Background: an optimization exercise with open tools, aiming at a short achievable clock period. Do not read the settings as production practice.

Setup of before:
==> flow/design.v <==
package radar_pkg;
  localparam int word_w = 32;
  localparam int param_bus_w = 4 * word_w;
  localparam int prf_count_w = 2 * word_w;
  localparam logic [word_w-1:0] chirp_count_max_init = 32'h0000_0dff;
  localparam logic [word_w-1:0] chirp_tuning_coef_init = 32'h0000_0001;
  localparam logic [word_w-1:0] chirp_freq_offset_init = 32'h0000_0b00;
  localparam logic [word_w-1:0] chirp_ctrl_word_init = 32'h0000_0020;
  localparam logic [word_w-1:0] prf_int_init = 32'h0000_0000;
  localparam logic [word_w-1:0] prf_frac_init = 32'h1d4c_0000;
  localparam logic [word_w-1:0] adc_sample_count_init = 32'h0000_01fe;
  localparam logic [3:0] process_cycles = 4'd2;
  localparam logic [3:0] overhead_cycles = 4'd2;
  typedef enum logic [2:0] {
    idle     = 3'b000,
    active   = 3'b001,
    chirp    = 3'b010,
    collect  = 3'b011,
    process  = 3'b100,
    overhead = 3'b111
  } gen_state_t;
endpackage
`timescale 1ns/1ps
module param_sync #(
  parameter logic [radar_pkg::word_w-1:0] reset_value = '0,
  parameter bit                           masked      = 1'b1
) (
  input  logic                          aclk,
  input  logic                          aresetn,
  input  logic                          ok_q,
  input  logic [radar_pkg::word_w-1:0]  din,
  output logic [radar_pkg::word_w-1:0]  dout
);
  logic [radar_pkg::word_w-1:0] din_r;
  logic [radar_pkg::word_w-1:0] din_rr;
  logic [radar_pkg::word_w-1:0] din_rrr;
  always_ff @(posedge aclk) begin
    din_r  <= din;
    din_rr <= din_r;
  end
  generate
    if (masked) begin : g_masked
      always_ff @(posedge aclk) begin
        if (!aresetn || !ok_q) begin
          din_rrr <= reset_value;
        end else begin
          din_rrr <= din_rr;
        end
      end
    end else begin : g_raw
      always_ff @(posedge aclk) begin
        din_rrr <= din_rr;
      end
    end
  endgenerate
  assign dout = din_rrr;
endmodule
`timescale 1ns/1ps
module countdown #(
  parameter int w  = 64,
  parameter int ch = 4
) (
  input  logic         aclk,
  input  logic         load,
  input  logic         run,
  input  logic [w-1:0] ld_val,
  input  logic         ld_zero,
  input  logic         ld_le1,
  output logic         zero,
  output logic         le1
);
  localparam int n = w / ch;
  logic [w-1:0] cnt;
  logic [n-1:0] cz;
  logic [n-1:0] co;
  logic [n:0]   zpre;
  logic         dec;
  logic         rest_zero;
  assign dec = run && !zero;
  assign zpre[0] = 1'b1;
  for (genvar k = 0; k < n; k++) begin : g_zpre
    assign zpre[k+1] = zpre[k] && cz[k];
  end
  assign rest_zero = &cz[n-1:1];
  always_ff @(posedge aclk) begin
    for (int k = 0; k < n; k++) begin
      if (load) begin
        cnt[k*ch +: ch] <= ld_val[k*ch +: ch];
        cz[k]           <= (ld_val[k*ch +: ch] == '0);
        co[k]           <= (ld_val[k*ch +: ch] == ch'(1));
      end else if (dec && zpre[k]) begin
        cnt[k*ch +: ch] <= cnt[k*ch +: ch] - 1'b1;
        cz[k]           <= co[k];
        co[k]           <= (cnt[k*ch +: ch] == ch'(2));
      end
    end
  end
  always_ff @(posedge aclk) begin
    if (load) begin
      zero <= ld_zero;
      le1  <= ld_le1;
    end else if (dec) begin
      zero <= co[0] && rest_zero;
      le1  <= rest_zero && (cnt[ch-1:0] <= ch'(2));
    end
  end
endmodule
module pulse_timers (
  input  logic                          aclk,
  input  logic                          lim_rst,
  input  logic [radar_pkg::word_w-1:0]  prf_int,
  input  logic [radar_pkg::word_w-1:0]  prf_frac,
  input  logic [radar_pkg::word_w-1:0]  adc_count,
  input  logic                          st_idle,
  input  logic                          st_active,
  input  logic                          st_collect,
  input  logic                          st_process,
  input  logic                          st_overhead,
  output logic                          prf_done,
  output logic                          collect_done,
  output logic                          process_done,
  output logic                          overhead_done
);
  localparam logic [radar_pkg::prf_count_w-1:0] prf_init =
    {radar_pkg::prf_int_init, radar_pkg::prf_frac_init};
  localparam logic [radar_pkg::word_w-1:0] adc_init = radar_pkg::adc_sample_count_init;
  logic [radar_pkg::prf_count_w-1:0] prf_max_raw;
  logic [radar_pkg::word_w-1:0]      adc_max_raw;
  logic                              prf_max_zero;
  logic                              adc_max_zero;
  logic                              adc_max_le1;
  always_ff @(posedge aclk) begin
    prf_max_raw  <= {prf_int, prf_frac};
    adc_max_raw  <= adc_count;
    prf_max_zero <= ({prf_int, prf_frac} == '0);
    adc_max_zero <= (adc_count == '0);
    adc_max_le1  <= (adc_count[radar_pkg::word_w-1:1] == '0);
  end
  logic [radar_pkg::prf_count_w-1:0] prf_max;
  logic [radar_pkg::word_w-1:0]      adc_max;
  assign prf_max = lim_rst ? prf_init : prf_max_raw;
  assign adc_max = lim_rst ? adc_init : adc_max_raw;
  logic prf_zero, prf_le1;
  logic collect_zero, collect_le1;
  countdown #(.w(radar_pkg::prf_count_w), .ch(4)) prf_i (
    .aclk    (aclk),
    .load    (st_idle),
    .run     (st_active),
    .ld_val  (prf_max),
    .ld_zero (lim_rst ? (prf_init == '0) : prf_max_zero),
    .ld_le1  (1'b0),
    .zero    (prf_zero),
    .le1     (prf_le1)
  );
  countdown #(.w(radar_pkg::word_w), .ch(4)) collect_i (
    .aclk    (aclk),
    .load    (st_idle),
    .run     (st_collect),
    .ld_val  (adc_max),
    .ld_zero (lim_rst ? (adc_init == '0) : adc_max_zero),
    .ld_le1  (lim_rst ? (adc_init <= 32'd1) : adc_max_le1),
    .zero    (collect_zero),
    .le1     (collect_le1)
  );
  assign prf_done     = prf_zero;
  assign collect_done = collect_le1;
  logic [1:0] process_count;
  logic [1:0] overhead_count;
  always_ff @(posedge aclk) begin
    if (st_idle) begin
      process_count <= radar_pkg::process_cycles[1:0];
    end else if (st_process && process_count != 2'd0) begin
      process_count <= process_count - 1'b1;
    end
  end
  always_ff @(posedge aclk) begin
    if (st_idle) begin
      overhead_count <= radar_pkg::overhead_cycles[1:0];
    end else if (st_overhead && overhead_count != 2'd0) begin
      overhead_count <= overhead_count - 1'b1;
    end
  end
  assign process_done  = (process_count <= 2'd1);
  assign overhead_done = (overhead_count <= 2'd1);
endmodule
`timescale 1ns/1ps
module pulse_sequencer (
  input  logic                   aclk,
  input  logic                   aresetn,
  input  logic                   chirp_ready,
  input  logic                   chirp_active,
  input  logic                   chirp_done,
  input  logic                   prf_done,
  input  logic                   collect_done,
  input  logic                   process_done,
  input  logic                   overhead_done,
  output logic                   st_idle,
  output logic                   st_active,
  output logic                   st_chirp,
  output logic                   st_collect,
  output logic                   st_process,
  output logic                   st_overhead,
  output logic                   chirp_init,
  output logic                   chirp_enable,
  output logic                   adc_enable
);
  always_ff @(posedge aclk) begin
    if (!aresetn) begin
      st_idle     <= 1'b1;
      st_active   <= 1'b0;
      st_chirp    <= 1'b0;
      st_collect  <= 1'b0;
      st_process  <= 1'b0;
      st_overhead <= 1'b0;
    end else begin
      st_idle     <= (st_idle && !chirp_ready) || (st_overhead && overhead_done);
      st_active   <= (st_idle && chirp_ready) || (st_active && !(chirp_ready && prf_done));
      st_chirp    <= (st_active && chirp_ready && prf_done) || (st_chirp && !chirp_done);
      st_collect  <= (st_chirp && chirp_done) || (st_collect && !collect_done);
      st_process  <= (st_collect && collect_done) || (st_process && !process_done);
      st_overhead <= (st_process && process_done) || (st_overhead && !overhead_done);
    end
  end
  logic chirp_first;
  always_ff @(posedge aclk) begin
    if (!aresetn) begin
      chirp_first <= 1'b0;
    end else begin
      chirp_first <= st_active && chirp_ready && prf_done;
    end
  end
  always_ff @(posedge aclk) begin
    if (!aresetn) begin
      chirp_enable <= 1'b0;
      chirp_init   <= 1'b0;
      adc_enable   <= 1'b0;
    end else begin
      chirp_enable <= st_chirp;
      chirp_init   <= chirp_first && !chirp_active;
      adc_enable   <= st_chirp || st_collect;
    end
  end
endmodule
`timescale 1ns/1ps
module radar_pulse_controller (
  input  logic                               aclk,
  input  logic                               aresetn,
  input  logic                               chirp_ready,
  input  logic                               chirp_active,
  input  logic                               chirp_done,
  input  logic [radar_pkg::word_w-1:0]       chirp_time_int,
  input  logic [radar_pkg::word_w-1:0]       chirp_time_frac,
  input  logic [radar_pkg::word_w-1:0]       adc_sample_time,
  input  logic [radar_pkg::param_bus_w-1:0]  chirp_parameters_in,
  output logic [radar_pkg::param_bus_w-1:0]  chirp_parameters_out,
  output logic                               chirp_init,
  output logic                               chirp_enable,
  output logic                               adc_enable
);
  logic [2:0] rst_d;
  logic       ok_q;
  logic       lim_rst;
  always_ff @(posedge aclk) begin
    rst_d   <= {rst_d[1:0], !aresetn};
    ok_q    <= aresetn && !rst_d[0];
    lim_rst <= !aresetn || (|rst_d);
  end
  logic [radar_pkg::word_w-1:0] ch_counter_max;
  logic [radar_pkg::word_w-1:0] ch_tuning_coef;
  logic [radar_pkg::word_w-1:0] ch_freq_offset;
  logic [radar_pkg::word_w-1:0] ch_ctrl_word;
  logic [radar_pkg::word_w-1:0] prf_int;
  logic [radar_pkg::word_w-1:0] prf_frac;
  logic [radar_pkg::word_w-1:0] adc_count;
  param_sync #(.reset_value(radar_pkg::chirp_count_max_init)) counter_max_sync_i (
    .aclk(aclk), .aresetn(aresetn), .ok_q(ok_q),
    .din(chirp_parameters_in[radar_pkg::word_w-1:0]), .dout(ch_counter_max)
  );
  param_sync #(.reset_value(radar_pkg::chirp_tuning_coef_init)) tuning_coef_sync_i (
    .aclk(aclk), .aresetn(aresetn), .ok_q(ok_q),
    .din(chirp_parameters_in[2*radar_pkg::word_w-1:radar_pkg::word_w]), .dout(ch_tuning_coef)
  );
  param_sync #(.reset_value(radar_pkg::chirp_freq_offset_init)) freq_offset_sync_i (
    .aclk(aclk), .aresetn(aresetn), .ok_q(ok_q),
    .din(chirp_parameters_in[3*radar_pkg::word_w-1:2*radar_pkg::word_w]), .dout(ch_freq_offset)
  );
  param_sync #(.reset_value(radar_pkg::chirp_ctrl_word_init)) ctrl_word_sync_i (
    .aclk(aclk), .aresetn(aresetn), .ok_q(ok_q),
    .din(chirp_parameters_in[4*radar_pkg::word_w-1:3*radar_pkg::word_w]), .dout(ch_ctrl_word)
  );
  assign chirp_parameters_out = {ch_ctrl_word, ch_freq_offset, ch_tuning_coef, ch_counter_max};
  param_sync #(.reset_value(radar_pkg::prf_int_init), .masked(1'b0)) prf_int_sync_i (
    .aclk(aclk), .aresetn(aresetn), .ok_q(ok_q), .din(chirp_time_int), .dout(prf_int)
  );
  param_sync #(.reset_value(radar_pkg::prf_frac_init), .masked(1'b0)) prf_frac_sync_i (
    .aclk(aclk), .aresetn(aresetn), .ok_q(ok_q), .din(chirp_time_frac), .dout(prf_frac)
  );
  param_sync #(.reset_value(radar_pkg::adc_sample_count_init), .masked(1'b0)) adc_count_sync_i (
    .aclk(aclk), .aresetn(aresetn), .ok_q(ok_q), .din(adc_sample_time), .dout(adc_count)
  );
  logic st_idle, st_active, st_chirp, st_collect, st_process, st_overhead;
  logic prf_done, collect_done, process_done, overhead_done;
  pulse_timers pulse_timers_i (
    .aclk          (aclk),
    .lim_rst       (lim_rst),
    .prf_int       (prf_int),
    .prf_frac      (prf_frac),
    .adc_count     (adc_count),
    .st_idle       (st_idle),
    .st_active     (st_active),
    .st_collect    (st_collect),
    .st_process    (st_process),
    .st_overhead   (st_overhead),
    .prf_done      (prf_done),
    .collect_done  (collect_done),
    .process_done  (process_done),
    .overhead_done (overhead_done)
  );
  pulse_sequencer pulse_sequencer_i (
    .aclk          (aclk),
    .aresetn       (aresetn),
    .chirp_ready   (chirp_ready),
    .chirp_active  (chirp_active),
    .chirp_done    (chirp_done),
    .prf_done      (prf_done),
    .collect_done  (collect_done),
    .process_done  (process_done),
    .overhead_done (overhead_done),
    .st_idle       (st_idle),
    .st_active     (st_active),
    .st_chirp      (st_chirp),
    .st_collect    (st_collect),
    .st_process    (st_process),
    .st_overhead   (st_overhead),
    .chirp_init    (chirp_init),
    .chirp_enable  (chirp_enable),
    .adc_enable    (adc_enable)
  );
endmodule
clock: 2.9 ns
lec_check: 0
abc_clock_period_in_ps: 1300
cap_margin: 20
core_margin: 2
core_utilization: 60
cts_cluster_diameter: 100
cts_cluster_size: 30
setup_slack_margin: 1.6
slew_margin: 20
run.sh (not shown) runs the stock make flow with config.mk's settings and CLKGATE_MAP_FILE= SYNTH_SCRIPT=/design/flow/synth_recipe.tcl, a recipe that flattens the netlist after the stock synthesis.
The inputs of after differ from those of before as listed below.
--- a/flow/design.v
+++ b/flow/design.v
@@ -74,34 +74,40 @@
   logic [n-1:0] cz;
   logic [n-1:0] co;
   logic [n:0]   zpre;
-  logic         dec;
+  logic [w-1:0] tgl;
   logic         rest_zero;
-  assign dec = run && !zero;
   assign zpre[0] = 1'b1;
   for (genvar k = 0; k < n; k++) begin : g_zpre
     assign zpre[k+1] = zpre[k] && cz[k];
   end
   assign rest_zero = &cz[n-1:1];
+  for (genvar k = 0; k < n; k++) begin : g_tgl
+    for (genvar i = 0; i < ch; i++) begin : g_bit
+      if (i == 0) begin : g_lsb
+        assign tgl[k*ch+i] = run && zpre[k];
+      end else begin : g_up
+        assign tgl[k*ch+i] = run && zpre[k] && (cnt[k*ch +: i] == '0);
+      end
+    end
+  end
   always_ff @(posedge aclk) begin
     for (int k = 0; k < n; k++) begin
       if (load) begin
-        cnt[k*ch +: ch] <= ld_val[k*ch +: ch];
-        cz[k]           <= (ld_val[k*ch +: ch] == '0);
-        co[k]           <= (ld_val[k*ch +: ch] == ch'(1));
-      end else if (dec && zpre[k]) begin
-        cnt[k*ch +: ch] <= cnt[k*ch +: ch] - 1'b1;
-        cz[k]           <= co[k];
-        co[k]           <= (cnt[k*ch +: ch] == ch'(2));
+        cz[k] <= (ld_val[k*ch +: ch] == '0);
+        co[k] <= (ld_val[k*ch +: ch] == ch'(1));
+      end else begin
+        cz[k] <= cz[k] ^ (run && zpre[k] && (cz[k] ^ co[k]));
+        co[k] <= co[k] ^ (run && zpre[k] && (co[k] ^ (cnt[k*ch +: ch] == ch'(2))));
       end
     end
-  end
-  always_ff @(posedge aclk) begin
     if (load) begin
+      cnt  <= ld_val;
       zero <= ld_zero;
       le1  <= ld_le1;
-    end else if (dec) begin
-      zero <= co[0] && rest_zero;
-      le1  <= rest_zero && (cnt[ch-1:0] <= ch'(2));
+    end else begin
+      cnt  <= cnt ^ tgl;
+      zero <= zero || (run && co[0] && rest_zero);
+      le1  <= le1 ^ (run && (le1 ^ (rest_zero && (cnt[ch-1:0] <= ch'(2)))));
     end
   end
 endmodule
@@ -145,7 +151,7 @@
   countdown #(.w(radar_pkg::prf_count_w), .ch(4)) prf_i (
     .aclk    (aclk),
     .load    (st_idle),
-    .run     (st_active),
+    .run     (1'b1),
     .ld_val  (prf_max),
     .ld_zero (lim_rst ? (prf_init == '0) : prf_max_zero),
     .ld_le1  (1'b0),
--- outcome ---
after finished end to end and its layout was clean on timing, DRC and antenna. Compared with before, after shows maximum number of pins on one net before global-route repair lower by about 13%. Compared with before, after shows violation count after the first detailed-routing iteration that has gone up by a few percent. Re critical path depth in cells: after is 2 up on before. Clock period minus worst slack (after over before): decrease, 0.014 ns. [after] global-route total usage across every layer rose 0.22 points relative to before. after ended with more net count of the mapped netlist than before. Against before, after comes in 55 higher on number of global-route vias before repair. Routed wire in after totals less than in before.
No run of this note included a check of the RTL's function; only the layout flow was run.

## re-timing with driven ports
No port has a modelled driver above. Below, the same layouts with a new extraction and two added sets of constraints.
Step 1 sets driving cells, clkbuf_16 on the clock port and buf_2 on the other inputs (assumed; they add their load-dependent delay and slew).
Step 2 times the ports against the registers' clock, not the clock port: input delays grow and output delays shrink by t, the midpoint of the rising clock arrivals with the driver on.
Three values: ideal ports, drivers, drivers and shift; two values: the first two.
run	shift t [ns]	setup WS [ns]	latest minus earliest clock arrival (ns)	cell pins on the clock port's net
before	0.653	1.170 / 1.170 / 1.037	0.031 / 0.031	1
after	0.648	1.185 / 1.151 / 1.087	0.044 / 0.044	1
After both steps every run listed still meets setup and hold. For before, which loses most, drivers alone change the setup slack by 0.000 ns; drivers and shift together by -0.133 ns.
